From an optimization exercise on the open Yosys and OpenROAD flow, aimed at small area, a short achievable clock period and few clock cycles per item; shortcuts taken in it are not production practice. The RTL was checked by simulation tests, not by an equivalence proof against the original design. Power figures rest on the tool's default switching activity, not on a simulated workload.

### design/flow/config.mk
export PLATFORM = sky130hd
export DESIGN_NAME = bch_decoder
export DESIGN_NICKNAME = bch_decoder
export VERILOG_FILES = /design/flow/design.v
export SDC_FILE = /design/flow/constraint.sdc
export NUM_CORES = 4
export LEC_CHECK = 0
export ABC_AREA = 1
export CAP_MARGIN = 20
export CORE_MARGIN = 2
export CORE_UTILIZATION = 40
export SLEW_MARGIN = 20
### design/flow/constraint.sdc
create_clock -name core_clock -period 10.0 [get_ports {clk}]
set_input_delay 2.0000 -clock core_clock [delete_from_list [all_inputs] [get_ports {clk}]]
set_output_delay 2.0000 -clock core_clock [all_outputs]
set_load 0.01 [all_outputs]
### design/flow/design.v
module bch_decoder (
    input  logic       clk,
    input  logic       rst_n,
    input  logic       in_valid,
    input  logic [3:0] in_syndrome,
    output logic       out_valid,
    output logic [3:0] out_location
);
    function automatic logic [1:0] mod3(logic [3:0] x);
        mod3[0] = (x[0] & x[2] & x[3]) | (x[0] & x[1] & x[2]) | (~x[0] & ~x[1] & x[2] & ~x[3]) | (~x[0] & x[1] & ~x[2] & x[3]) | (x[0] & ~x[1] & ~x[2] & ~x[3]);
        mod3[1] = (x[1] & x[2] & x[3]) | (x[0] & x[1] & x[3]) | (x[0] & ~x[1] & x[2] & ~x[3]) | (~x[0] & x[1] & ~x[2] & ~x[3]) | (~x[0] & ~x[1] & ~x[2] & x[3]);
    endfunction
    function automatic logic [1:0] s5_norm(logic [3:0] x);
        s5_norm[0] = (x[2] & x[3]) | (x[0] & x[3]) | (x[1] & ~x[2] & ~x[3]) | (~x[0] & ~x[1] & x[2]);
        s5_norm[1] = (x[2] & x[3]) | (x[1] & x[2]) | (x[0] & ~x[2] & ~x[3]) | (~x[0] & ~x[1] & x[3]);
    endfunction
    function automatic logic [11:0] rel_tab0(logic [4:0] x);
        rel_tab0[0] = (x[0] & ~x[2] & x[3]);
        rel_tab0[1] = (x[0] & ~x[3]);
        rel_tab0[2] = (x[0] & ~x[1] & x[3]);
        rel_tab0[3] = (~x[0] & x[3]);
        rel_tab0[4] = (~x[0]) | (x[1] & ~x[2]);
        rel_tab0[5] = (x[1]) | (x[0] & ~x[2]);
        rel_tab0[6] = (~x[3] & ~x[4]) | (~x[1] & x[2]);
        rel_tab0[7] = (~x[1] & x[3]) | (~x[0] & x[2]);
        rel_tab0[8] = (x[3] & ~x[4]) | (~x[0] & x[2]);
        rel_tab0[9] = (~x[2] & ~x[4]) | (~x[0] & x[2]);
        rel_tab0[10] = (x[0] & ~x[4]) | (~x[3]);
        rel_tab0[11] = (~x[1] & ~x[4]) | (x[2]);
    endfunction
    function automatic logic [11:0] rel_tab1(logic [4:0] x);
        rel_tab1[0] = (x[1] & x[3]) | (x[2] & ~x[3]);
        rel_tab1[1] = (x[1]) | (~x[2]);
        rel_tab1[2] = (x[0] & x[3] & ~x[4]) | (~x[1] & ~x[2] & ~x[4]);
        rel_tab1[3] = (~x[3] & x[4]) | (~x[1] & x[3]) | (x[1] & x[2] & ~x[3]);
        rel_tab1[4] = (~x[0] & ~x[1]) | (x[0] & ~x[2]);
        rel_tab1[5] = (x[1] & x[2] & x[3]) | (x[4]) | (x[0] & ~x[1]) | (x[0] & ~x[2]);
        rel_tab1[6] = (~x[0] & x[2]) | (x[1] & ~x[2]) | (x[2] & ~x[3]);
        rel_tab1[7] = (x[1] & x[2]) | (~x[1] & ~x[2]) | (~x[1] & x[3]);
        rel_tab1[8] = (x[1] & ~x[4]);
        rel_tab1[9] = (~x[1] & ~x[2]) | (x[0] & x[1] & ~x[3]) | (~x[0] & x[2] & x[3]);
        rel_tab1[10] = (x[0] & x[2]) | (x[2] & x[3]) | (x[4]) | (~x[0] & x[1] & ~x[3]);
        rel_tab1[11] = (x[2]) | (~x[1]) | (x[3]) | (x[0]);
    endfunction
    function automatic logic [11:0] rel_tab2(logic [4:0] x);
        rel_tab2[0] = (x[1] & x[3]) | (~x[0] & ~x[1] & ~x[3]) | (x[0] & ~x[2]);
        rel_tab2[1] = (x[1] & ~x[2] & ~x[3]) | (~x[0] & ~x[1] & x[2]) | (x[0] & x[3] & ~x[4]);
        rel_tab2[2] = (~x[1] & ~x[3]) | (x[4]) | (x[2] & ~x[3]) | (~x[0] & ~x[3]);
        rel_tab2[3] = 1'b0;
        rel_tab2[4] = (~x[1] & ~x[4]) | (x[0] & x[3]) | (~x[0] & ~x[2] & ~x[4]);
        rel_tab2[5] = (x[4]) | (~x[0] & x[1] & x[3]) | (x[0] & ~x[1]) | (~x[1] & ~x[2]) | (x[0] & ~x[2]);
        rel_tab2[6] = (x[4]) | (x[1] & ~x[2] & ~x[3]) | (x[0] & ~x[1]) | (x[0] & x[3]);
        rel_tab2[7] = (~x[0] & ~x[2] & ~x[4]) | (~x[0] & ~x[1] & x[2]) | (x[1] & x[2] & ~x[3]);
        rel_tab2[8] = (x[4]) | (~x[0] & x[1] & ~x[2]) | (~x[0] & x[2] & ~x[3]);
        rel_tab2[9] = (x[2] & ~x[3]) | (~x[0] & ~x[3] & ~x[4]) | (~x[0] & x[1] & x[2]);
        rel_tab2[10] = (~x[1] & ~x[4]) | (x[0] & x[3]) | (~x[0] & ~x[2] & ~x[4]);
        rel_tab2[11] = 1'b1;
    endfunction
    function automatic logic [11:0] rel_tab3(logic [4:0] x);
        rel_tab3[0] = (x[1] & x[3]) | (x[0] & ~x[2]) | (x[0] & x[1]) | (~x[0] & ~x[1] & x[2] & ~x[3]);
        rel_tab3[1] = (~x[0] & ~x[2]) | (x[0] & ~x[1]) | (~x[1] & ~x[3]);
        rel_tab3[2] = (~x[0] & x[3]) | (x[0] & x[4]) | (x[1] & x[2] & ~x[3] & ~x[4]);
        rel_tab3[3] = (~x[2] & x[4]) | (~x[0] & x[1] & ~x[3] & ~x[4]);
        rel_tab3[4] = (x[0] & ~x[3]) | (x[4]);
        rel_tab3[5] = (~x[1] & x[2]) | (x[0] & ~x[1]) | (~x[0] & x[2] & ~x[4]);
        rel_tab3[6] = (x[2] & x[3]) | (x[4]) | (~x[0] & x[1] & ~x[3]);
        rel_tab3[7] = (~x[2]) | (~x[0] & ~x[1] & ~x[3]) | (x[0] & x[1] & ~x[3]);
        rel_tab3[8] = (x[2] & ~x[4]) | (~x[1]);
        rel_tab3[9] = (~x[0] & x[2]) | (~x[2] & ~x[3]) | (x[0] & x[3]);
        rel_tab3[10] = (x[1] & ~x[4]) | (x[0]) | (~x[2]);
        rel_tab3[11] = (~x[3]) | (~x[1]) | (x[0]) | (~x[2]);
    endfunction
    function automatic logic wraps(logic [3:0] a, logic [3:0] b);
        logic [3:0] g, p;
        g = a & b;
        p = a | b;
        wraps = g[3] | (p[3] & g[2]) | (p[3] & p[2] & g[1]) | (p[3] & p[2] & p[1] & g[0]) | (&p);
    endfunction
    function automatic logic [3:0] add4(logic [3:0] a, logic [3:0] b, logic ci);
        logic [3:0] g, p, c;
        g = a & b;
        p = a | b;
        c[0] = ci;
        c[1] = g[0] | (p[0] & ci);
        c[2] = g[1] | (p[1] & g[0]) | (p[1] & p[0] & ci);
        c[3] = g[2] | (p[2] & g[1]) | (p[2] & p[1] & g[0]) | (p[2] & p[1] & p[0] & ci);
        add4 = a ^ b ^ c;
    endfunction
    function automatic logic [3:0] addm15(logic [3:0] a, logic [3:0] b);
        logic [4:0] s;
        s = {1'b0, a} + {1'b0, b} + 5'd1;
        addm15 = s[4] ? s[3:0] : s[3:0] - 4'd1;
    endfunction
    logic [2:0]  cnt;
    logic        last;      
    logic        show;      
    logic [1:0]  k;         
    assign last = in_valid && cnt == 3'd5;
    assign show = last || cnt[2:1] == 2'b11;
    assign k    = {cnt[1] & cnt[0], cnt[1] & ~cnt[0]};  
    always_ff @(posedge clk or negedge rst_n) begin
        if (!rst_n) begin
            cnt <= '0;
        end else begin
            case (cnt)
                3'd0: if (in_valid) cnt <= 3'd1;
                3'd1: if (in_valid) cnt <= 3'd2;
                3'd2: if (in_valid) cnt <= 3'd3;
                3'd3: if (in_valid) cnt <= 3'd4;
                3'd4: if (in_valid) cnt <= 3'd5;
                3'd5: if (in_valid) cnt <= 3'd6;
                3'd6: cnt <= 3'd7;
                default: cnt <= 3'd0;
            endcase
        end
    end
    logic [3:0]  ra;        
    logic [3:0]  rb;        
    logic        flag;      
    logic [1:0]  rm;        
    logic [11:0] rel;       
    logic [3:0]  rot4, k3;
    logic [3:0]  s5sel;     
    logic [11:0] relk;      
    always_comb begin
        logic [3:0] k;
        rot4 = (&ra) ? {rb[2:0], rb[3]} : ra;
        k    = (&rb) ? 4'd15 : addm15(rb, ~addm15(rot4, {rot4[2:0], rot4[3]}));
        k3   = {k[3], ~k[0], ~k[2], k[1]};
    end
    always_comb begin
        logic [1:0] s5n;
        s5n   = s5_norm({in_syndrome[1:0], rm});
        s5sel = {s5n == 2'd3, s5n == 2'd2, s5n == 2'd1, s5n == 2'd0};
        relk  = ({12{s5sel[0]}} & rel_tab0({flag, rb}))
              | ({12{s5sel[1]}} & rel_tab1({flag, rb}))
              | ({12{s5sel[2]}} & rel_tab2({flag, rb}))
              | ({12{s5sel[3]}} & rel_tab3({flag, rb}));
    end
    always_ff @(posedge clk) begin
        if (in_valid) begin
            case (cnt)
                3'd0: ra <= in_syndrome;
                3'd2: rb <= in_syndrome;
                3'd3: begin
                    flag <= &ra;
                    ra   <= rot4;
                    rb   <= k3;
                    rm   <= mod3(rot4);
                end
                3'd4: rel <= relk;
                default: ;
            endcase
        end
    end
    logic [3:0]  r0, r1, r2, r;
    logic        v0, v1, v2, w0, w1, w2, ws, none;
    logic [2:0]  sel;      
    logic [3:0]  loc;
    always_comb begin
        r0 = rel[3:0];
        r1 = rel[7:4];
        r2 = rel[11:8];
        v0 = ~&r0;
        v1 = ~&r1;
        v2 = ~&r2;
        w0 = v0 & wraps(r0, ra);
        w1 = v1 & wraps(r1, ra);
        w2 = v2 & wraps(r2, ra);
        sel = 3'b000;
        case ({v2, v1, v0})
            3'b111: begin  
                case ({w2, w1, w0})
                    3'b111, 3'b000: sel = (k == 2'd0) ? 3'b001 : (k == 2'd1) ? 3'b010 : 3'b100;
                    3'b110:         sel = (k == 2'd0) ? 3'b010 : (k == 2'd1) ? 3'b100 : 3'b001;
                    default:        sel = (k == 2'd0) ? 3'b100 : (k == 2'd1) ? 3'b001 : 3'b010;
                endcase
            end
            3'b011: begin  
                if (w1 && !w0) sel = (k == 2'd0) ? 3'b010 : (k == 2'd1) ? 3'b001 : 3'b000;
                else           sel = (k == 2'd0) ? 3'b001 : (k == 2'd1) ? 3'b010 : 3'b000;
            end
            3'b001: sel = (k == 2'd0) ? 3'b001 : 3'b000;
            default: sel = 3'b000;
        endcase
        r    = ({4{sel[0]}} & r0) | ({4{sel[1]}} & r1) | ({4{sel[2]}} & r2);
        ws   = (sel[0] & w0) | (sel[1] & w1) | (sel[2] & w2);
        none = ~|sel;
        loc  = add4(r, ra, ws) | {4{none}};
    end
    always_ff @(posedge clk or negedge rst_n) begin
        if (!rst_n) begin
            out_valid    <= 1'b0;
            out_location <= '0;
        end else begin
            out_valid    <= show;
            out_location <= show ? loc : 4'd0;
        end
    end
endmodule
### design/flow/flow/run.sh
#!/bin/bash
# Own layout flow: the standard synthesis, then the combinational cells re-mapped by Yosys/ABC
# (every flip-flop kept as the standard synthesis made it: same instances, names and cell types),
# then the standard layout steps, with timing repair aimed past the 10 ns clock.
# Each tool's output goes to a log file of its own in the work folder.
set -euo pipefail
WORK=$(pwd)
R=$WORK/orfs/results/$FLOW_PLATFORM/bch_decoder/base
YOSYS=$FLOW_HOME/../tools/install/yosys/bin/yosys
LIB=$FLOW_HOME/platforms/$FLOW_PLATFORM/lib/sky130_fd_sc_hd__tt_025C_1v80.lib

# 1. standard synthesis
bash standard.sh synth > "$WORK/log_1_synth.txt" 2>&1

# 2. re-map the combinational logic
cp "$R/1_2_yosys.v" "$WORK/standard_synth.v"
sed -e "s#@LIB@#$LIB#g" -e "s#@IN@#$WORK/standard_synth.v#g" -e "s#@OUT@#$R/1_2_yosys.v#g" \
    -e "s#@ABC@#$WORK/flow/remap.abc#g" "$WORK/flow/remap.ys" > "$WORK/remap.ys"
"$YOSYS" -s "$WORK/remap.ys" > "$WORK/log_2_remap.txt" 2>&1
rm -f "$R/1_synth.odb" "$R/1_synth.sdc"
bash standard.sh synth > "$WORK/log_3_synth_odb.txt" 2>&1

# 3. standard layout steps
bash standard.sh SETUP_SLACK_MARGIN=6 "BUFFER_PORTS_ARGS=-buffer_cell sky130_fd_sc_hd__buf_2" finish \
    > "$WORK/log_4_layout.txt" 2>&1
### design/flow/flow/remap.abc
strash
&get -n
&fraig -x
&put
dc2
strash
&get -n
&dch -f
&nf -D 2500
&put
### design/flow/flow/remap.ys
# Re-map the combinational cells of the standard synthesis; flip-flops stay as they are.
read_liberty -ignore_miss_func @LIB@
read_verilog @IN@
hierarchy -top bch_decoder
setattr -mod -set blackbox 1 sky130_fd_sc_hd__*df* sky130_fd_sc_hd__*dl* sky130_fd_sc_hd__*sdf*
flatten
opt_clean -purge
abc -liberty @LIB@ -script @ABC@ -dont_use sky130_fd_sc_hd__probe_p_8 -dont_use sky130_fd_sc_hd__probec_p_8 -dont_use *lpflow*
opt_clean -purge
setundef -zero
hilomap -singleton -hicell sky130_fd_sc_hd__conb_1 HI -locell sky130_fd_sc_hd__conb_1 LO
splitnets
opt_clean -purge
insbuf -buf sky130_fd_sc_hd__buf_4 A X
stat -liberty @LIB@
write_verilog -noattr -nohex -nodec @OUT@
### design/flow/standard.sh
#!/bin/bash
# synth_recipe.tcl (not shown) runs the flow's synth.tcl, then flattens the netlist and writes it again
# the make line also repeats each setting of config.mk as NAME=value (left out here)
make -C /OpenROAD-flow-scripts/flow DESIGN_CONFIG=/design/flow/config.mk WORK_HOME=/design/flow/orfs CLKGATE_MAP_FILE= SYNTH_SCRIPT=/design/flow/synth_recipe.tcl "${@:-finish}"
==> metrics.yaml, run 1 <==
run_status:
  status: "timing/DRC/antenna clean"
floorplanning:
  initial_core_util_pct: 41.34
  pin_count: 12
  core_area_mm2: 0.006350
  die_w_um: 85.01
  die_area_mm2: 0.007227
  fp.dieH_um: 85.01
  std_cell_rows: 29
power:
  p_sw_w: 0.0004412
  pwr-share-clk_pct: 10.5
  leakage_nw: 1.066
  p_per_area_mw_per_mm2: 312.2
  p_int_w: 0.0004753
  power_frac_seq_pct: 26.5
  swShare_pct: 48.14
  combPwrFrac_pct: 63.1
  ir_drop_mv: 0.2131
cells_and_area:
  nNetsFinal: 363
  final_common_cell: "nand2_1"
  areaGrowthSynthToFinish_pct: 11.82
  layout-drive-gt1-share_pct: 7.843
  final_cell_mix: "nand2_1, o21ai_0, nor2_1, edfxtp_1, a21oi_1"
  stdcell_count: 434
  diodes: 0
synthesis:
  yosysWarnings: 1
  avgSynthCellArea_um2: 7.907
  syn_inst: 332
  synth_area_mm2: 0.002625
  synth_fp_nets: 339
clocking:
  cts_hold_buf: 0
  cts.htree.levels: 2
  cts_tree: "yes"
  root_buffer: "clkbuf_8"
  cts_sinks: 31
  ctsLongestPathBuffers: 2
  cts.clk_slew.worst_paths_ns: 0.07
  clk_latency_ns: 0.29
  cts_buffers: 5
placement:
  hpwl_mm: 4.933
  gp_congestion: 0.8979
  io_buffers: 11
  pre_cts_slack_ns: 5.903
  place_inst: 423
drt:
  drt-initial-drc-count: 160
  routed_wl_mm: 6.984
  first_pass_iters: 5
  vias: 2699
  post_drt_via_cell_ratio: 6.219
  drc: 0
  post_drt_wl_per_cell_um: 16.09
  postRouteAntennaNets: 0
sta:
  max_freq_ghz: 0.2726
  drv_slew: 0
  fin_tns_setup_ns: 0
  finalSetupViolations: 0
  worstMarginPinSlew_ns: 0.7777
  fin_ws_ns: 6.331
  hold_ws_ns: 0.6198
  fin_skew_ns: 0.008697
  finalCritPeriodShare_pct: 36.69
  slew_headroom_pct: 47.96
  period_minus_slack_ns: 3.669
  hold_viol_final: 0
  rsz0062_at_grt: "no"
grt:
  grt_pass1_wl_mm: 11.53
  grt_usage_pct: 19.37
  grt_pass1_vias: 2382
  antenna_found_initial: 0
  overflow: 0
  grt_max_degree: 28
critical_path:
  worst_setup_path_end_kind: "flip-flop"
  crit_arrival_ns: 3.81
  required_ns: 10.15
  crit_path_start_kind: "primary input"
  path_class: "in2reg"
  crit_fanout: 7
min_path:
  hold_class: "reg2reg"
job:
  max_cap_viol_count: 0
-- registers in the layout, indices dropped and copies added (netlist names) --
name / flops
rel: 12
out_location: 4
ra: 4
rb: 4
cnt: 3
rm: 2
flag: 1
out_valid: 1
-- stage by stage --
step                      area (um2)  util (%)  power [W]
after floorplan                 2625         -  0.0006791
after global placement          2799     44.08  0.0007995
after detailed placement        2799     44.08  0.0007979
after CTS                       2883     45.40  0.0008949
after global routing            2935     46.23   0.001007
final                           2935     46.23  0.0009165
-- path summary, 6_finish.rpt --
check	endpoint	slack [ns]	cells after the start	start
setup / recovery	rel[2]$_DFFE_PP_	6.33	9	in_syndrome[1]
hold / removal	cnt[2]$_DFFE_PN0P_	0.62	1	cnt[2]$_DFFE_PN0P_
setup reg to reg	rb[1]$_DFFE_PP_	6.35	11	rb[2]$_DFFE_PP_
hold reg to reg	cnt[2]$_DFFE_PN0P_	0.62	1	cnt[2]$_DFFE_PN0P_
max in group asynchronous	out_location[3]$_DFF_PN0_	8.28	1	rst_n
min in group asynchronous	out_location[1]$_DFF_PN0_	1.54	1	rst_n
-- cell type report --
type / count / area (um2)
clock buffer: 5 / 68.82
tap: 77 / 96.34
clock inverter: 3 / 15.01
multi-input combinational: 292 / 1730
sequential: 31 / 890.9
inverter: 9 / 33.78
fill: 637 / 3415
timing repair buffer: 17 / 100.1
-- timing repair --
action,4_1_cts,5_1_grt
setup endpoints to repair,2,5
setup buffers,0,3
resized for setup,1,7
cloned,0,0
-- per-layer routing --
| layer | part of all wire, % | up-vias | global-route usage, % |
|---|---|---|---|
| met5 | 0 | - | 0 |
| met4 | 1.9 | 0 | 6.349 |
| met3 | 8.2 | 18 | 4.377 |
| met2 | 45 | 130 | 29.47 |
| met1 | 45 | 1224 | 27.31 |
| li1 | - | 1327 | - |
-- worst max-delay path, cell delays in order --
cell      delay (ns)
buf_2           0.12
clkinv_1        0.10
a21oi_1         0.25
mux2_1          0.40
nor2_1          0.47
nand2_1         0.16
nor2_1          0.14
nand2_1         0.07
nand3_1         0.10
-- power by group through the flow --
stage | clock, W | sequential (W) | combinational, W
2_1_floorplan | 0 | 0.000235 | 0.000444
6_report | 0.0000958 | 0.000242 | 0.000578
3_3_place_gp | 0 | 0.000246 | 0.000553
4_1_cts | 0.0000980 | 0.000243 | 0.000554
5_1_grt | 0.000103 | 0.000250 | 0.000654
3_5_place_dp | 0 | 0.000245 | 0.000553
Testbench counts, summed over its fixed seeds: cycles 19,200, blocks 2,400.
==> run 2: changes to the inputs <==
--- a/design/flow/design.v
+++ b/design/flow/design.v
@@ -116,11 +116,14 @@
     end
     logic [3:0]  ra;        
+    logic [11:0] rel;       
     logic [3:0]  rb;        
     logic        flag;      
     logic [1:0]  rm;        
-    logic [11:0] rel;       
     logic [3:0]  rot4, k3;
     logic [3:0]  s5sel;     
     logic [11:0] relk;      
+    assign rb   = rel[3:0];
+    assign flag = rel[4];
+    assign rm   = rel[6:5];
     always_comb begin
         logic [3:0] k;
@@ -142,10 +145,10 @@
             case (cnt)
                 3'd0: ra <= in_syndrome;
-                3'd2: rb <= in_syndrome;
+                3'd2: rel[3:0] <= in_syndrome;
                 3'd3: begin
-                    flag <= &ra;
-                    ra   <= rot4;
-                    rb   <= k3;
-                    rm   <= mod3(rot4);
+                    ra       <= rot4;
+                    rel[3:0] <= k3;
+                    rel[4]   <= &ra;
+                    rel[6:5] <= mod3(rot4);
                 end
                 3'd4: rel <= relk;
==> design/flow/flow/run.sh (replaced) <==
#!/bin/bash
# Own layout flow: the standard synthesis, then the combinational cells re-synthesised and
# re-mapped by Yosys/ABC (every flip-flop kept exactly as the standard synthesis made it: same
# instances, names and cell types; checked below), then the standard layout steps, with
# timing repair aimed past the 10 ns clock and buf_2 port buffers.
# Each tool's output goes to a log file of its own in the work folder.
set -euo pipefail
WORK=$(pwd)
R=$WORK/orfs/results/$FLOW_PLATFORM/bch_decoder/base
YOSYS=$FLOW_HOME/../tools/install/yosys/bin/yosys
LIB=$FLOW_HOME/platforms/$FLOW_PLATFORM/lib/sky130_fd_sc_hd__tt_025C_1v80.lib

# 1. standard synthesis
bash standard.sh synth > "$WORK/log_1_synth.txt" 2>&1

# 2. re-synthesise the combinational logic; keep the standard netlist if the flip-flops differ
cp "$R/1_2_yosys.v" "$WORK/standard_synth.v"
sed -e "s#@LIB@#$LIB#g" -e "s#@IN@#$WORK/standard_synth.v#g" -e "s#@OUT@#$WORK/remapped.v#g" \
    -e "s#@ABC@#$WORK/flow/remap.abc#g" "$WORK/flow/remap.ys" > "$WORK/remap.ys"
if "$YOSYS" -s "$WORK/remap.ys" > "$WORK/log_2_remap.txt" 2>&1 \
   && python3 "$WORK/flow/flops.py" "$WORK/standard_synth.v" "$WORK/remapped.v" > "$WORK/log_2_flops.txt" 2>&1; then
  cp "$WORK/remapped.v" "$R/1_2_yosys.v"
  rm -f "$R/1_synth.odb" "$R/1_synth.sdc"
  bash standard.sh synth > "$WORK/log_3_synth_odb.txt" 2>&1
fi

# 3. standard layout steps
bash standard.sh SETUP_SLACK_MARGIN=6 "BUFFER_PORTS_ARGS=-buffer_cell sky130_fd_sc_hd__buf_2" finish \
    > "$WORK/log_4_layout.txt" 2>&1
==> design/flow/flow/flops.py (new file) <==
# flops.py A.v B.v: exit 0 if both netlists hold the same flip-flops (instance name, cell type)
import re, sys
def flops(path):
    s = open(path).read()
    return sorted(re.findall(r"^\s*(sky130_fd_sc_hd__\w*df\w*)\s+(\S+)\s*\(", s, re.M))
a, b = flops(sys.argv[1]), flops(sys.argv[2])
print(len(a), len(b), "same" if a == b else "DIFFERENT")
sys.exit(0 if a == b and a else 1)
==> design/flow/flow/remap.abc (replaced) <==
strash
&get -n
&deepsyn -T 60
&put
strash
&get -n
&dch -f
&nf -D 2500
&put
==> run 2 against run 1 <==
Compared with the run above:
- non-clock buffer count decreased by 2
- worst hold slack got worse by 0.035 ns
- power increased by 2.3%
- worst setup slack got worse by 0.23 ns
- critical path type unchanged
- largest power group unchanged
==> metrics.yaml, run 2 <==
run_status:
  status: "timing/DRC/antenna clean"
critical_path:
  required_ns: 10.02
  cpMostUsedCell: "nand2_1"
  worst_setup_path_end_kind: "flip-flop"
  path_class: "in2reg"
  crit_chain: "buf_2 -> nor2b_1 -> nand2_1 -> nand2_1 -> o21a_2 -> nor3_1 -> a21oi_1 -> nor2_1 -> a311oi_1 -> o22ai_1"
  crit_path_top_delay_cell: "a311oi_1"
  cp-startpoint: "in_syndrome[0]"
  crit_arrival_ns: 3.91
  cp_num_buf_inv: 1
  critPathMaxStageDelay_ns: 0.44
  regToRegStartpoint: "rel[0]$_DFFE_PP_"
  crit_fanout: 13
  crit_family: "compound AO/OA/AOI/OAI gates"
  crit_path_start_kind: "primary input"
floorplanning:
  initial_core_util_pct: 40.79
  pin_count: 12
  die_w_um: 81.01
  die_area_mm2: 0.006563
  fp.dieH_um: 81.01
  std_cell_rows: 28
  core_area_mm2: 0.005816
cells_and_area:
  layout-drive-gt1-share_pct: 6.765
  final_area_mm2: 0.002626
  final_cell_mix: "nand2_1, nor2_1, a21oi_1, o21ai_0, edfxtp_1"
  final_util_pct: 45.16
  areaGrowthSynthToFinish_pct: 10.71
  diodes: 0
  top_register: "rel"
  nNetsFinal: 348
  top_regs: "rel: 12 flops, out_location: 4 flops, ra: 4 flops"
  final_common_cell: "nand2_1"
  largest_reg_flops: 12
clocking:
  root_buffer: "clkbuf_8"
  ctsLongestPathBuffers: 2
  clk_latency_ns: 0.27
  cts_tree: "yes"
  cts_sinks: 24
  cts.clk_slew.worst_paths_ns: 0.10
  cts_buffers: 3
  cts.htree.levels: 1
grt:
  grt_pass1_vias: 2442
  antenna_found_initial: 0
  overflow: 0
  grt_pass1_wl_mm: 11.62
  grt_max_degree: 25
  grt_usage_pct: 22.57
sta:
  hold_viol_final: 0
  slew_headroom_pct: 45.37
  period_minus_slack_ns: 3.895
  finalCritPeriodShare_pct: 38.95
  fin_tns_setup_ns: 0
  max_freq_ghz: 0.2567
  finalSetupViolations: 0
  rsz0062_at_grt: "yes"
  fin_skew_ns: 0.009053
  fin_ws_ns: 6.105
  worstMarginPinSlew_ns: 0.8164
  drv_slew: 0
min_path:
  hold_class: "reg2reg"
  min-delay-start: "cnt[2]$_DFFE_PN0P_"
drt:
  drc: 0
  post_drt_via_cell_ratio: 6.480
  postRouteAntennaNets: 0
  first_pass_iters: 5
  post_drt_wl_per_cell_um: 17.91
  routed_wl_mm: 7.431
  vias: 2689
  drt-initial-drc-count: 240
synthesis:
  avgSynthCellArea_um2: 7.390
  syn_inst: 321
  synth_area_mm2: 0.002372
  yosysWarnings: 1
  synth_fp_nets: 328
placement:
  gp_congestion: 0.9606
  hpwl_mm: 5.305
  pre_cts_slack_ns: 5.656
  dpl_cell_area_mm2: 0.002536
  io_buffers: 11
power:
  leakage_nw: 0.9605
  ir_drop_mv: 0.1798
  power_w: 0.0009377
  p_per_area_mw_per_mm2: 357.1
job:
  max_cap_viol_count: 0
[run 2: stage by stage]
stage | hold WS (ns) | instances
after floorplan | 0.5125 | 321
after global placement | 0.5692 | 409
after detailed placement | 0.5701 | 409
after CTS | 0.5827 | 413
after global routing | 0.6252 | 415
final | 0.5845 | 415
[run 2: worst paths after layout]
kind | endpoint | slack, ns | cells after the start
max reg2reg | rel[3]$_DFFE_PP_ | 6.28 | 11
max in group asynchronous | out_location[0]$_DFF_PN0_ | 8.29 | 1
max | rel[1]$_DFFE_PP_ | 6.10 | 10
min in group asynchronous | cnt[1]$_DFFE_PN0P_ | 1.55 | 1
min | cnt[1]$_DFFE_PN0P_ | 0.58 | 1
min reg2reg | cnt[1]$_DFFE_PN0P_ | 0.58 | 1
[run 2: layer usage]
layer / global-route usage, % / share of wire, %
met5: 0 / 0
met4: 10.17 / 3.0
met3: 1.889 / 6.8
met2: 37.19 / 46
met1: 30.05 / 44
[run 2: what timing repair did]
| action | 4_1_cts | 5_1_grt |
|---|---|---|
| hold buffers | 0 | 0 |
| buffers inserted | 0 | 2 |
| endpoints found under the setup margin | 2 | 6 |
| pin swaps | 0 | 0 |
| gates resized for setup | 1 | 5 |
| gates cloned | 0 | 0 |
[run 2: layout make-up]
| class | instances | area [um2] |
|---|---|---|
| Multi-Input combinational cell | 286 | 1667 |
| Fill cell | 600 | 3189 |
| Timing Repair Buffer | 15 | 88.84 |
| Tap cell | 75 | 93.84 |
| Sequential cell | 24 | 680.7 |
| Inverter | 11 | 41.29 |
| Clock buffer | 4 | 55.05 |
[run 2: power breakdown]
| part | leakage [nW] | switching, W | total (W) | internal (W) |
|---|---|---|---|---|
| combinational | 0.682 | 0.000397 | 0.000654 | 0.000257 |
| sequential | 0.250 | 0.0000614 | 0.000215 | 0.000154 |
| clock | 0.0288 | 0.0000334 | 0.0000686 | 0.0000352 |
[run 2: worst reg2reg max path, cell delays in order (launching register included)]
cell,delay [ns]
edfxtp_1,0.79
nand4b_1,0.22
nand2_1,0.18
xnor3_1,0.43
o21ai_0,0.21
o2bb2ai_1,0.20
a21oi_1,0.11
o31a_1,0.32
maj3_1,0.37
maj3_1,0.35
xnor2_1,0.15
a31oi_1,0.10
Testbench counts of run 2, summed over its fixed seeds: cycles 19,200, blocks 2,400.
==> run 3: changes to the inputs <==
--- a/design/flow/config.mk
+++ b/design/flow/config.mk
@@ -10,3 +10,4 @@
 export CORE_MARGIN = 2
 export CORE_UTILIZATION = 40
+export PLACE_DENSITY = 0.75
 export SLEW_MARGIN = 20
==> run 3 against run 2 <==
Compared with the run above:
- clock power decreased by 11%
- synthesized area unchanged
- flip-flop and latch count unchanged
- synthesized cell count unchanged
- final cell count decreased by 0.24%
- clock skew increased by 0.0027 ns
- global-route usage decreased by 0.65 points
- first-iteration DRC count increased by 48%
- via count increased by 0.74%
- fmax increased by 0.54%
- power decreased by 1.9%
- register-to-register slack got worse by 0.15 ns
- critical path type unchanged
- critical endpoint unchanged
==> metrics.yaml, run 3 <==
floorplanning:
  core_area_mm2: 0.005816
  std_cell_rows: 28
  initial_core_util_pct: 40.79
  die_area_mm2: 0.006563
  die_w_um: 81.01
  pin_count: 12
  fp.dieH_um: 81.01
critical_path:
  critPathMaxStageDelay_ns: 0.38
  crit_family: "compound AO/OA/AOI/OAI gates"
  crit_chain: "buf_2 -> nor2b_1 -> o22a_2 -> nand2_1 -> o21ai_0 -> nor2_1 -> nor2b_1 -> o2111ai_1 -> a311oi_1 -> o22ai_1"
  crit_path_top_delay_cell: "a311oi_1"
  cp-startpoint: "in_syndrome[1]"
  worst_setup_path_end_kind: "flip-flop"
  regToRegStartpoint: "rel[3]$_DFFE_PP_"
  cp_num_buf_inv: 1
  crit_arrival_ns: 3.90
  crit_path_start_kind: "primary input"
  path_class: "in2reg"
  worstSetupEndpoint: "rel[1]$_DFFE_PP_"
  r2r_slack_ns: 6.13
  reg2reg_depth: 11
  path_depth: 10
  required_ns: 10.03
  crit_fanout: 7
  cpMostUsedCell: "nor2b_1"
  r2r_end: "rel[3]$_DFFE_PP_"
grt:
  overflow: 0
  grt_pass1_vias: 2301
  grt_max_degree: 25
  grt_pass1_wl_mm: 11.30
  antenna_found_initial: 1
  grt_usage_pct: 21.92
placement:
  place_inst: 408
  io_buffers: 11
  dpl_cell_area_mm2: 0.002529
  gp_congestion: 0.9839
  hpwl_mm: 5.149
  pre_cts_slack_ns: 5.627
cells_and_area:
  nNetsFinal: 346
  top_register: "rel"
  final_area_mm2: 0.002590
  stdcell_count: 414
  top_regs: "rel: 12 flops, out_location: 4 flops, ra: 4 flops"
  final_cell_mix: "nand2_1, nor2_1, a21oi_1, o21ai_0, edfxtp_1"
  largest_reg_flops: 12
  areaGrowthSynthToFinish_pct: 9.177
  layout-drive-gt1-share_pct: 5.621
  final_common_cell: "nand2_1"
clocking:
  cts_buffers: 3
  clk_latency_ns: 0.28
  cts_sinks: 24
  cts_hold_buf: 0
  cts.htree.levels: 1
  cts.clk_slew.worst_paths_ns: 0.09
  cts_tree: "yes"
  root_buffer: "clkbuf_8"
  ctsLongestPathBuffers: 2
sta:
  fin_skew_ns: 0.01179
  period_minus_slack_ns: 3.874
  fin_tns_setup_ns: 0
  fin_ws_ns: 6.126
  worstMarginPinSlew_ns: 0.8159
  rsz0062_at_grt: "yes"
  finalSetupViolations: 0
  finalCritPeriodShare_pct: 38.74
  hold_viol_final: 0
  drv_slew: 0
  max_freq_ghz: 0.2581
  slew_headroom_pct: 45.41
synthesis:
  synth_fp_nets: 328
  synth_area_mm2: 0.002372
  avgSynthCellArea_um2: 7.390
  yosysWarnings: 1
  syn_inst: 321
drt:
  vias: 2709
  postRouteAntennaNets: 0
  routed_wl_mm: 7.224
  drc: 0
  post_drt_wl_per_cell_um: 17.45
  first_pass_iters: 5
  post_drt_via_cell_ratio: 6.543
  drt-initial-drc-count: 356
power:
  power_frac_seq_pct: 24.8
  leakage_nw: 0.9445
  swShare_pct: 52.95
  p_int_w: 0.0004328
  p_per_area_mw_per_mm2: 355.1
  p_sw_w: 0.0004870
  ir_drop_mv: 0.1436
  pwr-share-clk_pct: 6.7
  combPwrFrac_pct: 68.5
run_status:
  status: "timing/DRC/antenna clean"
job:
  max_cap_viol_count: 0
min_path:
  hold_class: "reg2reg"
==> run 3: changes by cell type in the layout (fill, tap and decap cells not counted), sizes merged <==
cell | previous run | this run
buf | 15 | 13
clkbuf | 4 | 3
diode | 0 | 1
clkinv | 11 | 12
==> run 3: how the worst min path moves through the flow <==
stage / start / end / slack (ns) / depth (start not counted)
finish: cnt[2]$_DFFE_PN0P_ / cnt[1]$_DFFE_PN0P_ / 0.59 / 1
global route: cnt[0]$_DFFE_PN0P_ / cnt[0]$_DFFE_PN0P_ / 0.63 / 1
CTS: cnt[2]$_DFFE_PN0P_ / cnt[1]$_DFFE_PN0P_ / 0.58 / 1
detailed placement: cnt[2]$_DFFE_PN0P_ / cnt[1]$_DFFE_PN0P_ / 0.57 / 1
global placement: cnt[2]$_DFFE_PN0P_ / cnt[1]$_DFFE_PN0P_ / 0.57 / 1
floorplan: cnt[2]$_DFFE_PN0P_ / cnt[1]$_DFFE_PN0P_ / 0.51 / 1
==> run 3: final cells by class <==
class	count	area, um2
Fill cell	604	3226
Antenna cell	1	2.502
Tap cell	75	93.84
Inverter	11	41.29
Multi-Input combinational cell	286	1657
Sequential cell	24	680.7
Clock buffer	3	41.29
Timing Repair Buffer	13	70.07
Clock inverter	1	3.754
==> run 3: what timing repair did <==
item / in CTS / in global routing
gates cloned: 0 / 0
hold endpoints to repair: 0 / 0
endpoints found under the setup margin: 1 / 5
gates resized for setup: 1 / 4
setup buffers: 0 / 1
==> run 3: layer usage <==
layer | share of wire (%) | track usage, % | up-vias | wire length [um]
li1 | - | - | 1263 | -
met1 | 40 | 30.36 | 1227 | 2881
met2 | 46 | 34.30 | 193 | 3289
met3 | 11 | 2.667 | 26 | 812
met4 | 3.3 | 9.492 | 0 | 240
met5 | 0 | 0 | - | 0
==> run 3: power groups by stage <==
stage | Combinational, W | Clock (W) | Sequential (W)
2_1_floorplan | 0.000486 | 0 | 0.000207
3_3_place_gp | 0.000594 | 0 | 0.000232
3_5_place_dp | 0.000602 | 0 | 0.000231
4_1_cts | 0.000606 | 0.0000611 | 0.000229
5_1_grt | 0.000697 | 0.0000669 | 0.000233
6_report | 0.000630 | 0.0000613 | 0.000229
==> run 3: per-stage QoR <==
stage / utilization (%) / total power [W] / hold WS (ns)
finish: 44.54 / 0.0009198 / 0.5889
CTS: 44.28 / 0.0008958 / 0.5797
floorplan: - / 0.0006930 / 0.5125
detailed placement: 43.48 / 0.0008326 / 0.5668
global placement: 43.48 / 0.0008258 / 0.5679
global route: 44.54 / 0.0009960 / 0.6279
==> run 4: changes to the inputs <==
--- a/design/flow/design.v
+++ b/design/flow/design.v
@@ -7,11 +7,8 @@
     output logic [3:0] out_location
 );
-    function automatic logic [1:0] mod3(logic [3:0] x);
-        mod3[0] = (x[0] & x[2] & x[3]) | (x[0] & x[1] & x[2]) | (~x[0] & ~x[1] & x[2] & ~x[3]) | (~x[0] & x[1] & ~x[2] & x[3]) | (x[0] & ~x[1] & ~x[2] & ~x[3]);
-        mod3[1] = (x[1] & x[2] & x[3]) | (x[0] & x[1] & x[3]) | (x[0] & ~x[1] & x[2] & ~x[3]) | (~x[0] & x[1] & ~x[2] & ~x[3]) | (~x[0] & ~x[1] & ~x[2] & x[3]);
-    endfunction
-    function automatic logic [1:0] s5_norm(logic [3:0] x);
-        s5_norm[0] = (x[2] & x[3]) | (x[0] & x[3]) | (x[1] & ~x[2] & ~x[3]) | (~x[0] & ~x[1] & x[2]);
-        s5_norm[1] = (x[2] & x[3]) | (x[1] & x[2]) | (x[0] & ~x[2] & ~x[3]) | (~x[0] & ~x[1] & x[3]);
+    function automatic logic [2:0] m3hot(logic [3:0] x);
+        m3hot[0] = (x[0] & ~x[1] & ~x[2] & x[3]) | (~x[0] & x[1] & x[2] & ~x[3]) | (~x[0] & ~x[1] & ~x[2] & ~x[3]) | (~x[0] & ~x[1] & x[2] & x[3]) | (x[0] & x[1] & ~x[2] & ~x[3]);
+        m3hot[1] = (x[0] & x[2] & x[3]) | (x[0] & x[1] & x[2]) | (~x[0] & ~x[1] & x[2] & ~x[3]) | (~x[0] & x[1] & ~x[2] & x[3]) | (x[0] & ~x[1] & ~x[2] & ~x[3]);
+        m3hot[2] = (x[1] & x[2] & x[3]) | (x[0] & x[1] & x[3]) | (x[0] & ~x[1] & x[2] & ~x[3]) | (~x[0] & x[1] & ~x[2] & ~x[3]) | (~x[0] & ~x[1] & ~x[2] & x[3]);
     endfunction
     function automatic logic [11:0] rel_tab0(logic [4:0] x);
@@ -119,5 +116,5 @@
     logic [3:0]  rb;        
     logic        flag;      
-    logic [1:0]  rm;        
+    logic [2:0]  rm;        
     logic [3:0]  rot4, k3;
     logic [3:0]  s5sel;     
@@ -125,5 +122,5 @@
     assign rb   = rel[3:0];
     assign flag = rel[4];
-    assign rm   = rel[6:5];
+    assign rm   = rel[7:5];
     always_comb begin
         logic [3:0] k;
@@ -132,12 +129,19 @@
         k3   = {k[3], ~k[0], ~k[2], k[1]};
     end
+    logic [11:0] relt0, relt1, relt2, relt3;
+    assign relt0 = rel_tab0({flag, rb});
+    assign relt1 = rel_tab1({flag, rb});
+    assign relt2 = rel_tab2({flag, rb});
+    assign relt3 = rel_tab3({flag, rb});
     always_comb begin
-        logic [1:0] s5n;
-        s5n   = s5_norm({in_syndrome[1:0], rm});
-        s5sel = {s5n == 2'd3, s5n == 2'd2, s5n == 2'd1, s5n == 2'd0};
-        relk  = ({12{s5sel[0]}} & rel_tab0({flag, rb}))
-              | ({12{s5sel[1]}} & rel_tab1({flag, rb}))
-              | ({12{s5sel[2]}} & rel_tab2({flag, rb}))
-              | ({12{s5sel[3]}} & rel_tab3({flag, rb}));
+        logic [3:0] d;      
+        d     = {in_syndrome[1:0] == 2'd3, in_syndrome[1:0] == 2'd2,
+                 in_syndrome[1:0] == 2'd1, in_syndrome[1:0] == 2'd0};
+        s5sel = {d[3],
+                 (rm[0] & d[2]) | (rm[1] & d[0]) | (rm[2] & d[1]),
+                 (rm[0] & d[1]) | (rm[1] & d[2]) | (rm[2] & d[0]),
+                 (rm[0] & d[0]) | (rm[1] & d[1]) | (rm[2] & d[2])};
+        relk  = ({12{s5sel[0]}} & relt0) | ({12{s5sel[1]}} & relt1)
+              | ({12{s5sel[2]}} & relt2) | ({12{s5sel[3]}} & relt3);
     end
     always_ff @(posedge clk) begin
@@ -150,5 +154,5 @@
                     rel[3:0] <= k3;
                     rel[4]   <= &ra;
-                    rel[6:5] <= mod3(rot4);
+                    rel[7:5] <= m3hot(rot4);
                 end
                 3'd4: rel <= relk;
--- a/design/flow/config.mk
+++ b/design/flow/config.mk
@@ -10,4 +10,3 @@
 export CORE_MARGIN = 2
 export CORE_UTILIZATION = 40
-export PLACE_DENSITY = 0.75
 export SLEW_MARGIN = 20
==> run 4 against run 3 <==
Compared with the run above:
- sequential share of layout area down 0.97 points
- clock skew down 0.0070 ns
- die area up 2.7%
- non-clock buffer count up 2
- flip-flop and latch count unchanged
- clock power up 46%
- fmax up 3.1%
- sequential power about the same
- critical path depth unchanged
- highest routed layer unchanged
- largest cell class unchanged
- core utilization up 0.88 points
- synthesized area up 2.8%
- largest power group unchanged
==> metrics.yaml, run 4 <==
cells_and_area:
  stdcell_count: 419
  final_cell_mix: "o21ai_0, nand2_1, a21oi_1, nor2_1, edfxtp_1"
  diodes: 0
  final_common_cell: "o21ai_0"
  layout-drive-gt1-share_pct: 5.523
  fill_cells: 609
  top_register: "rel"
  areaGrowthSynthToFinish_pct: 10.26
  largest_reg_flops: 12
  nNetsFinal: 352
  top_regs: "rel: 12 flops, out_location: 4 flops, ra: 4 flops"
grt:
  antenna_found_initial: 0
  grt_max_degree: 25
  overflow: 0
  grt_usage_pct: 23.36
  grt_pass1_vias: 2488
  grt_pass1_wl_mm: 12.23
critical_path:
  required_ns: 10.10
  crit_family: "compound AO/OA/AOI/OAI gates"
  crit_fanout: 9
  path_depth: 10
  crit_chain: "buf_2 -> nor2b_1 -> a21oi_1 -> o21ai_0 -> nand2_1 -> nor2_1 -> nor4b_1 -> a31oi_1 -> nor3_1 -> a211oi_1"
  worst_setup_path_end_kind: "flip-flop"
  crit_path_start_kind: "primary input"
  path_class: "in2reg"
  r2r_slack_ns: 6.25
  crit_path_top_delay_cell: "o21ai_0"
  cp_num_buf_inv: 1
  crit_arrival_ns: 3.86
  critPathMaxStageDelay_ns: 0.58
  reg2reg_depth: 11
placement:
  place_inst: 411
  io_buffers: 11
  gp_congestion: 0.9733
  hpwl_mm: 5.519
clocking:
  clk_latency_ns: 0.27
  post_cts_resized: 0
  cts.clk_slew.worst_paths_ns: 0.10
  cts_tree: "yes"
  cts_buffers: 3
  cts.htree.levels: 1
  cts_sinks: 24
  root_buffer: "clkbuf_8"
  cts_hold_buf: 0
  ctsLongestPathBuffers: 2
  post-cts-setup-buffers: 0
floorplanning:
  die_area_mm2: 0.006737
  initial_core_util_pct: 41.19
  fp.dieH_um: 82.08
  std_cell_rows: 28
  die_w_um: 82.08
  core_area_mm2: 0.005921
  pin_count: 12
drt:
  drc: 0
  first_pass_iters: 7
  drt-initial-drc-count: 381
  post_drt_wl_per_cell_um: 19.01
  post_drt_via_cell_ratio: 6.702
  vias: 2808
  routed_wl_mm: 7.965
  postRouteAntennaNets: 0
sta:
  rsz0062_at_grt: "no"
  fin_tns_setup_ns: 0
  hold_viol_final: 0
  period_minus_slack_ns: 3.759
  slew_headroom_pct: 24.78
  worstMarginPinSlew_ns: 1.116
  drv_slew: 0
  fin_skew_ns: 0.004798
  finalSetupViolations: 0
  max_freq_ghz: 0.2660
  finalCritPeriodShare_pct: 37.59
synthesis:
  synth_fp_nets: 332
  yosysWarnings: 1
  avgSynthCellArea_um2: 7.503
  synth_area_mm2: 0.002439
  syn_inst: 325
power:
  p_per_area_mw_per_mm2: 358.4
  power_w: 0.0009638
  leakage_nw: 0.9592
  ir_drop_mv: 0.1949
min_path:
  min_delay_path_depth: 1
  hold_class: "reg2reg"
job:
  max_cap_viol_count: 0
run_status:
  status: "timing/DRC/antenna clean"
## run 4: per-layer routing
layer / global-route usage (%) / part of all wire [%] / vias up
met1: 32.89 / 42 / 1302
li1: - / - / 1292
met3: 3.516 / 10 / 25
met4: 5.000 / 2.2 / 0
met5: 0 / 0 / -
met2: 37.72 / 45 / 189
## run 4: path summary, 6_finish.rpt
kind,start,to
hold reg to reg,cnt[0]$_DFFE_PN0P_,cnt[0]$_DFFE_PN0P_
setup / recovery,in_syndrome[0],rel[0]$_DFFE_PP_
hold / removal,cnt[0]$_DFFE_PN0P_,cnt[0]$_DFFE_PN0P_
max in group asynchronous,rst_n,out_location[0]$_DFF_PN0_
setup reg to reg,rel[3]$_DFFE_PP_,out_location[3]$_DFF_PN0_
min in group asynchronous,rst_n,cnt[0]$_DFFE_PN0P_
## run 4: stage by stage
stage | util [%] | setup WS [ns] | instance area [um2] | hold slack (ns)
after detailed placement | 43.70 | 5.980 | 2587 | 0.5490
after global routing | 45.41 | 6.024 | 2689 | 0.6133
after CTS | 44.91 | 6.048 | 2659 | 0.5655
final | 45.41 | 6.241 | 2689 | 0.5571
after floorplan | - | 6.577 | 2439 | 0.5064
after global placement | 43.70 | 6.027 | 2587 | 0.5396
## run 4: layout make-up
cell class / count / area, um2 / area share (%)
clock inverter: 1 / 30.03 / 1.117
tap: 75 / 93.84 / 3.490
clock buffer: 3 / 41.29 / 1.536
multi-input combinational: 290 / 1717 / 63.84
inverter: 11 / 41.29 / 1.536
sequential: 24 / 680.7 / 25.31
timing repair buffer: 15 / 85.08 / 3.164
## run 4: where the power goes
part | total (W) | switching [W] | internal, W | leakage [nW]
Clock | 0.0000896 | 0.0000360 | 0.0000536 | 0.0357
Sequential | 0.000231 | 0.0000780 | 0.000153 | 0.252
Combinational | 0.000643 | 0.000381 | 0.000262 | 0.672
Total | 0.000964 | 0.000495 | 0.000469 | 0.959
Testbench counts of run 4, summed over its fixed seeds: cycles 19,200, blocks 2,400.
==> run 5: changes to the inputs <==
--- a/design/flow/design.v
+++ b/design/flow/design.v
@@ -11,4 +11,16 @@
         m3hot[1] = (x[0] & x[2] & x[3]) | (x[0] & x[1] & x[2]) | (~x[0] & ~x[1] & x[2] & ~x[3]) | (~x[0] & x[1] & ~x[2] & x[3]) | (x[0] & ~x[1] & ~x[2] & ~x[3]);
         m3hot[2] = (x[1] & x[2] & x[3]) | (x[0] & x[1] & x[3]) | (x[0] & ~x[1] & x[2] & ~x[3]) | (~x[0] & x[1] & ~x[2] & ~x[3]) | (~x[0] & ~x[1] & ~x[2] & x[3]);
+    endfunction
+    function automatic logic [3:0] m3x(logic [3:0] x);
+        m3x[0] = (x[0] & x[1] & ~x[2]) | (x[0] & ~x[2] & ~x[3]) | (x[0] & x[2] & x[3]) | (~x[0] & x[1] & x[2] & ~x[3]) | (~x[0] & ~x[1] & ~x[2] & x[3]);
+        m3x[1] = (~x[0] & x[1] & ~x[3]) | (x[1] & x[2] & ~x[3]) | (x[0] & x[1] & x[3]) | (x[0] & ~x[1] & ~x[2] & ~x[3]) | (~x[0] & ~x[1] & x[2] & x[3]);
+        m3x[2] = (~x[0] & x[2] & x[3]) | (~x[0] & ~x[1] & x[2]) | (x[0] & x[1] & x[2]) | (x[0] & ~x[1] & ~x[2] & x[3]) | (~x[0] & x[1] & ~x[2] & ~x[3]);
+        m3x[3] = (~x[1] & ~x[2] & x[3]) | (x[0] & x[2] & x[3]) | (x[1] & x[2] & x[3]) | (~x[0] & ~x[1] & x[2] & ~x[3]) | (x[0] & x[1] & ~x[2] & ~x[3]);
+    endfunction
+    function automatic logic [3:0] m5x(logic [3:0] x);
+        m5x[0] = (x[1] & x[2] & x[3]) | (x[0] & x[1] & x[3]) | (x[0] & ~x[1] & x[2] & ~x[3]) | (~x[0] & x[1] & ~x[2] & ~x[3]) | (~x[0] & ~x[1] & ~x[2] & x[3]);
+        m5x[1] = (x[0] & x[2] & x[3]) | (x[0] & x[1] & x[2]) | (~x[0] & ~x[1] & x[2] & ~x[3]) | (~x[0] & x[1] & ~x[2] & x[3]) | (x[0] & ~x[1] & ~x[2] & ~x[3]);
+        m5x[2] = (x[1] & x[2] & x[3]) | (x[0] & x[1] & x[3]) | (x[0] & ~x[1] & x[2] & ~x[3]) | (~x[0] & x[1] & ~x[2] & ~x[3]) | (~x[0] & ~x[1] & ~x[2] & x[3]);
+        m5x[3] = (x[0] & x[2] & x[3]) | (x[0] & x[1] & x[2]) | (~x[0] & ~x[1] & x[2] & ~x[3]) | (~x[0] & x[1] & ~x[2] & x[3]) | (x[0] & ~x[1] & ~x[2] & ~x[3]);
     endfunction
     function automatic logic [11:0] rel_tab0(logic [4:0] x);
@@ -126,5 +138,7 @@
         logic [3:0] k;
         rot4 = (&ra) ? {rb[2:0], rb[3]} : ra;
-        k    = (&rb) ? 4'd15 : addm15(rb, ~addm15(rot4, {rot4[2:0], rot4[3]}));
+        if (&rb)      k = 4'd15;
+        else if (&ra) k = m5x(rb);
+        else          k = addm15(rb, rel[11:8]);
         k3   = {k[3], ~k[0], ~k[2], k[1]};
     end
@@ -149,4 +163,5 @@
             case (cnt)
                 3'd0: ra <= in_syndrome;
+                3'd1: rel[11:8] <= ~m3x(ra);
                 3'd2: rel[3:0] <= in_syndrome;
                 3'd3: begin
--- a/design/flow/config.mk
+++ b/design/flow/config.mk
@@ -10,3 +10,4 @@
 export CORE_MARGIN = 2
 export CORE_UTILIZATION = 40
+export PLACE_DENSITY = 0.75
 export SLEW_MARGIN = 20
==> run 5 against run 4 <==
Compared with the run above:
- critical endpoint is now out_location[2]$_DFF_PN0_
- core utilization rose by 0.89 points
- largest cell class unchanged
- via count fell by 2.7%
- clock skew fell by 0.0030 ns
- largest power group unchanged
==> metrics.yaml, run 5 <==
cells_and_area:
  diodes: 0
  top_register: "rel"
  areaGrowthSynthToFinish_pct: 9.910
  nNetsFinal: 338
  layout-drive-gt1-share_pct: 5.455
  fill_cells: 560
  final_area_mm2: 0.002581
  largest_reg_flops: 12
  top_regs: "rel: 12 flops, out_location: 4 flops, ra: 4 flops"
  final_common_cell: "nand2_1"
  final_cell_mix: "nand2_1, a21oi_1, o21ai_0, nor2_1, edfxtp_1"
grt:
  antenna_found_initial: 0
  grt_usage_pct: 22.56
  grt_pass1_wl_mm: 11.41
  grt_max_degree: 28
  overflow: 0
  grt_pass1_vias: 2368
floorplanning:
  die_w_um: 80.63
  pin_count: 12
  std_cell_rows: 27
  initial_core_util_pct: 42.13
  die_area_mm2: 0.006500
  fp.dieH_um: 80.63
  core_area_mm2: 0.005574
drt:
  post_drt_via_cell_ratio: 6.799
  drt-initial-drc-count: 336
  post_drt_wl_per_cell_um: 18.14
  first_pass_iters: 5
  postRouteAntennaNets: 0
  drc: 0
  vias: 2733
  routed_wl_mm: 7.291
placement:
  gp_congestion: 0.9858
  dpl_cell_area_mm2: 0.002509
  hpwl_mm: 5.163
  io_buffers: 11
power:
  power_w: 0.0009011
  p_per_area_mw_per_mm2: 349.1
  ir_drop_mv: 0.1637
  leakage_nw: 0.9229
critical_path:
  crit_fanout: 22
  crit_arrival_ns: 4.01
  required_ns: 10.19
  worst_setup_path_end_kind: "flip-flop"
  path_class: "reg2reg"
  crit_path_start_kind: "flip-flop"
synthesis:
  avgSynthCellArea_um2: 7.503
  synth_area_mm2: 0.002349
  synth_fp_nets: 320
  syn_inst: 313
  yosysWarnings: 1
clocking:
  root_buffer: "clkbuf_8"
  cts_hold_buf: 0
  ctsLongestPathBuffers: 2
  cts_tree: "yes"
  cts_buffers: 3
  cts_sinks: 24
  cts.htree.levels: 1
  post_cts_resized: 0
  post-cts-setup-buffers: 0
  cts.clk_slew.worst_paths_ns: 0.09
  clk_latency_ns: 0.27
sta:
  slew_headroom_pct: 45.28
  finalCritPeriodShare_pct: 38.16
  max_freq_ghz: 0.2620
  finalSetupViolations: 0
  period_minus_slack_ns: 3.816
  fin_tns_setup_ns: 0
  drv_slew: 0
  worstMarginPinSlew_ns: 0.8208
  fin_skew_ns: 0.001803
  hold_viol_final: 0
  rsz0062_at_grt: "yes"
run_status:
  status: "timing/DRC/antenna clean"
job:
  max_cap_viol_count: 0
min_path:
  hold_class: "reg2reg"
run 5: power by group:
part / internal [W] / total, W / leakage, nW / switching [W]
clock network: 0.0000436 / 0.0000770 / 0.0339 / 0.0000334
registers: 0.000158 / 0.000234 / 0.250 / 0.0000755
logic: 0.000237 / 0.000590 / 0.639 / 0.000354
total: 0.000438 / 0.000901 / 0.923 / 0.000463
run 5: cell type report:
class / count / area [um2] / area share [%]
Tap cell: 72 / 90.09 / 3.490
Timing Repair Buffer: 13 / 70.07 / 2.714
Sequential cell: 24 / 680.7 / 26.37
Inverter: 9 / 33.78 / 1.309
Clock buffer: 4 / 66.31 / 2.569
Multi-Input combinational cell: 280 / 1640 / 63.55
run 5: metal layers:
metal  GRT usage (%)  part of all wire [%]  vias to the layer above
met4           10.68                   4.0                        0
met5               0                     0                        -
met2           36.08                    46                      205
met1           29.85                    40                     1240
li1                -                     -                     1250
met3           3.146                    10                       38
run 5: per-stage QoR:
| step | hold WS [ns] | worst slack, ns | util [%] | cells |
|---|---|---|---|---|
| global placement | 0.5971 | 6.099 | 45.01 | 398 |
| finish | 0.6180 | 6.184 | 46.31 | 402 |
| global route | 0.6784 | 5.997 | 46.31 | 402 |
| CTS | 0.6142 | 6.171 | 46.20 | 402 |
| detailed placement | 0.5947 | 6.000 | 45.01 | 398 |
| floorplan | 0.5604 | 6.564 | - | 313 |
run 5: critical path: stages (launching register included):
cell and delay, ns:
edfxtp_1 0.90, o22ai_1 0.19, o211ai_1 0.38, a222oi_1 0.20, a311o_1 0.35, o221a_1 0.35
nor2_1 0.21, a21oi_1 0.14, maj3_1 0.43, or2_0 0.24, a21o_1 0.18, a31oi_1 0.18
run 5: worst paths after layout:
path	to	slack, ns	depth (start not counted)	from
worst max register to register	out_location[2]$_DFF_PN0_	6.18	11	rel[2]$_DFFE_PP_
worst max-delay path	out_location[2]$_DFF_PN0_	6.18	11	rel[2]$_DFFE_PP_
min in group asynchronous	out_location[0]$_DFF_PN0_	1.55	1	rst_n
worst min-delay path	cnt[2]$_DFFE_PN0P_	0.62	1	cnt[2]$_DFFE_PN0P_
worst min register to register	cnt[2]$_DFFE_PN0P_	0.62	1	cnt[2]$_DFFE_PN0P_
max in group asynchronous	cnt[2]$_DFFE_PN0P_	8.29	1	rst_n
Testbench counts of run 5, summed over its fixed seeds: cycles 19,200, blocks 2,400.
==> run 6: changes to the inputs <==
--- a/design/flow/flow/run.sh
+++ b/design/flow/flow/run.sh
@@ -26,4 +26,4 @@
 
 # 3. standard layout steps
-bash standard.sh SETUP_SLACK_MARGIN=6 "BUFFER_PORTS_ARGS=-buffer_cell sky130_fd_sc_hd__buf_2" finish \
+bash standard.sh SETUP_SLACK_MARGIN=6.3 "BUFFER_PORTS_ARGS=-buffer_cell sky130_fd_sc_hd__buf_2" finish \
     > "$WORK/log_4_layout.txt" 2>&1
==> run 6 against run 5 <==
Compared with the run above:
- flip-flop and latch count unchanged
- power grew 2.2%
- worst hold slack about the same
- combinational power increased by 4.9%
- clock-buffer cell count stayed put
- synthesized area unchanged
- sequential power shrank 4%
- critical path type is now in2reg
- largest power group unchanged
- highest routed layer unchanged
==> metrics.yaml, run 6 <==
sta:
  finalCritPeriodShare_pct: 36.40
  fin_skew_ns: 0.002014
  max_freq_ghz: 0.2747
  hold_viol_final: 0
  rsz0062_at_grt: "yes"
  period_minus_slack_ns: 3.640
  hold_ws_ns: 0.6184
  finalSetupViolations: 0
  fin_tns_setup_ns: 0
  worstMarginPinSlew_ns: 0.7557
  drv_slew: 0
  slew_headroom_pct: 49.17
min_path:
  min_delay_path_depth: 1
  min-delay-start: "cnt[2]$_DFFE_PN0P_"
  min_to: "cnt[2]$_DFFE_PN0P_"
  hold_class: "reg2reg"
drt:
  post_drt_wl_per_cell_um: 18.32
  post_drt_via_cell_ratio: 6.793
  drc: 0
  vias: 2785
  postRouteAntennaNets: 0
  routed_wl_mm: 7.513
  drt-initial-drc-count: 310
  first_pass_iters: 5
floorplanning:
  initial_core_util_pct: 42.13
  fp.dieH_um: 80.63
  core_area_mm2: 0.005574
  die_w_um: 80.63
  die_area_mm2: 0.006500
  std_cell_rows: 27
  pin_count: 12
cells_and_area:
  top_regs: "rel: 12 flops, out_location: 4 flops, ra: 4 flops"
  areaGrowthSynthToFinish_pct: 12.47
  nNetsFinal: 346
  largest_reg_flops: 12
  layout-drive-gt1-share_pct: 7.988
  final_common_cell: "nand2_1"
  top_register: "rel"
  diodes: 0
  final_cell_mix: "nand2_1, a21oi_1, o21ai_0, nor2_1, edfxtp_1"
  final_util_pct: 47.39
  final_area_mm2: 0.002641
critical_path:
  crit_chain: "buf_2 -> nor2b_1 -> a21oi_1 -> o21a_1 -> o21ai_0 -> a2111oi_0 -> a21oi_1"
  crit_family: "compound AO/OA/AOI/OAI gates"
  worst_setup_path_end_kind: "flip-flop"
  r2r_end: "out_location[2]$_DFF_PN0_"
  crit_path_top_delay_cell: "a2111oi_0"
  critPathMaxStageDelay_ns: 0.66
  regToRegStartpoint: "rel[0]$_DFFE_PP_"
  crit_arrival_ns: 3.65
  reg2reg_depth: 11
  cp_num_buf_inv: 1
  r2r_slack_ns: 6.42
  path_class: "in2reg"
  crit_fanout: 10
  cpMostUsedCell: "a21oi_1"
  crit_path_start_kind: "primary input"
  required_ns: 10.01
clocking:
  cts.htree.levels: 1
  cts_tree: "yes"
  clk_latency_ns: 0.27
  cts.clk_slew.worst_paths_ns: 0.09
  cts_buffers: 3
  ctsLongestPathBuffers: 2
  root_buffer: "clkbuf_8"
  cts_sinks: 24
power:
  power_w: 0.0009210
  p_per_area_mw_per_mm2: 348.7
  ir_drop_mv: 0.1645
  leakage_nw: 0.9623
synthesis:
  syn_inst: 313
  synth_fp_nets: 320
  synth_area_mm2: 0.002349
  yosysWarnings: 1
  avgSynthCellArea_um2: 7.503
grt:
  grt_usage_pct: 23.32
  overflow: 0
  grt_max_degree: 28
  grt_pass1_vias: 2466
  grt_pass1_wl_mm: 11.77
  antenna_found_initial: 0
placement:
  io_buffers: 11
  gp_congestion: 0.9858
  hpwl_mm: 5.163
  dpl_cell_area_mm2: 0.002509
run_status:
  status: "timing/DRC/antenna clean"
job:
  max_cap_viol_count: 0
## run 6: cell count changes in the layout (fill, tap and decap cells not counted), sizes merged
cell	previous run	this run
buf	13	21
## run 6: worst max-delay path by stage
| stage | start | to | slack [ns] | cells after the start |
|---|---|---|---|---|
| finish | in_syndrome[0] | rel[10]$_DFFE_PP_ | 6.36 | 7 |
| global route | rel[0]$_DFFE_PP_ | out_location[2]$_DFF_PN0_ | 6.21 | 11 |
| detailed placement | in_syndrome[0] | rel[6]$_DFFE_PP_ | 6.00 | 9 |
| global placement | in_syndrome[0] | rel[6]$_DFFE_PP_ | 6.10 | 9 |
| floorplan | in_syndrome[0] | rel[0]$_DFFE_PP_ | 6.56 | 8 |
| CTS | in_syndrome[0] | rel[6]$_DFFE_PP_ | 6.34 | 9 |
## run 6: area by class of cell
cell class,instances,area [um2]
Fill cell,561,2933
Multi-Input combinational cell,280,1640
Sequential cell,24,680.7
Timing Repair Buffer,21,130.1
Tap cell,72,90.09
Clock buffer,4,66.31
Inverter,9,33.78
## run 6: power breakdown
group          switching [W]  internal [W]
logic               0.000371      0.000248
clock network      0.0000341     0.0000436
registers          0.0000665      0.000158
total               0.000472      0.000449
## run 6: per-stage QoR
step,std cells,setup WS (ns)
2_1_floorplan,313,6.564
3_3_place_gp,398,6.099
3_5_place_dp,398,6.000
4_1_cts,408,6.341
5_1_grt,410,6.210
6_report,410,6.360
## run 6: layer usage
layer	vias to the layer above	global-route usage, %	routed length, um
met4	0	12.20	272
met2	184	37.00	3475
met5	-	0	0
li1	1273	-	-
met1	1294	30.34	3062
met3	34	3.708	703
## run 6: worst reg2reg max path, cell delays in order, from the launching register on
cell,delay (ns)
edfxtp_1,0.81
a211oi_1,0.09
o211ai_1,0.37
a222oi_1,0.20
a311o_1,0.34
o221a_2,0.33
nor2_1,0.19
a21oi_1,0.14
maj3_1,0.44
or2_0,0.24
a21o_1,0.18
a31oi_1,0.18
## run 6: timing repair
| item | 4_1_cts | 5_1_grt |
|---|---|---|
| buffers inserted | 6 | 2 |
| gates resized for setup | 1 | 4 |
| hold buffers | 0 | 0 |
| setup endpoints to repair | 3 | 11 |

## port drivers added, routing unchanged
The flow's constraints put no driver on any port. The routed layouts listed below were extracted and timed again, unchanged, in two steps.
Step 1: set_driving_cell puts a clkbuf_16 on clk and a buf_2 on each other input, an assumption about the parent block.
Step 2 moves the port delays by t, midway between the first and last clock arrival at a register: inputs arrive t later, outputs are due t later. That takes back most of the time a late clock gives input paths.
a / b / c = ideal ports / drivers / drivers and shift; a / b = the first two.
run | t (ns) | setup WS [ns] | worst register clock-pin slew, ns
run 1 | 0.310 | 6.331 / 6.340 / 6.030 | 0.07 / 0.07
run 2 | 0.297 | 6.105 / 6.116 / 5.818 | 0.10 / 0.10
run 3 | 0.303 | 6.126 / 6.119 / 5.816 | 0.09 / 0.09
run 4 | 0.299 | 6.241 / 6.243 / 5.944 | 0.10 / 0.10
run 5 | 0.300 | 6.184 / 6.184 / 6.032 | 0.09 / 0.09
run 6 | 0.303 | 6.360 / 6.370 / 6.067 | 0.09 / 0.09
After both steps setup and hold are still met in every run listed. For run 3, which loses most, drivers alone change the setup slack by -0.007 ns; drivers and shift together by -0.310 ns.
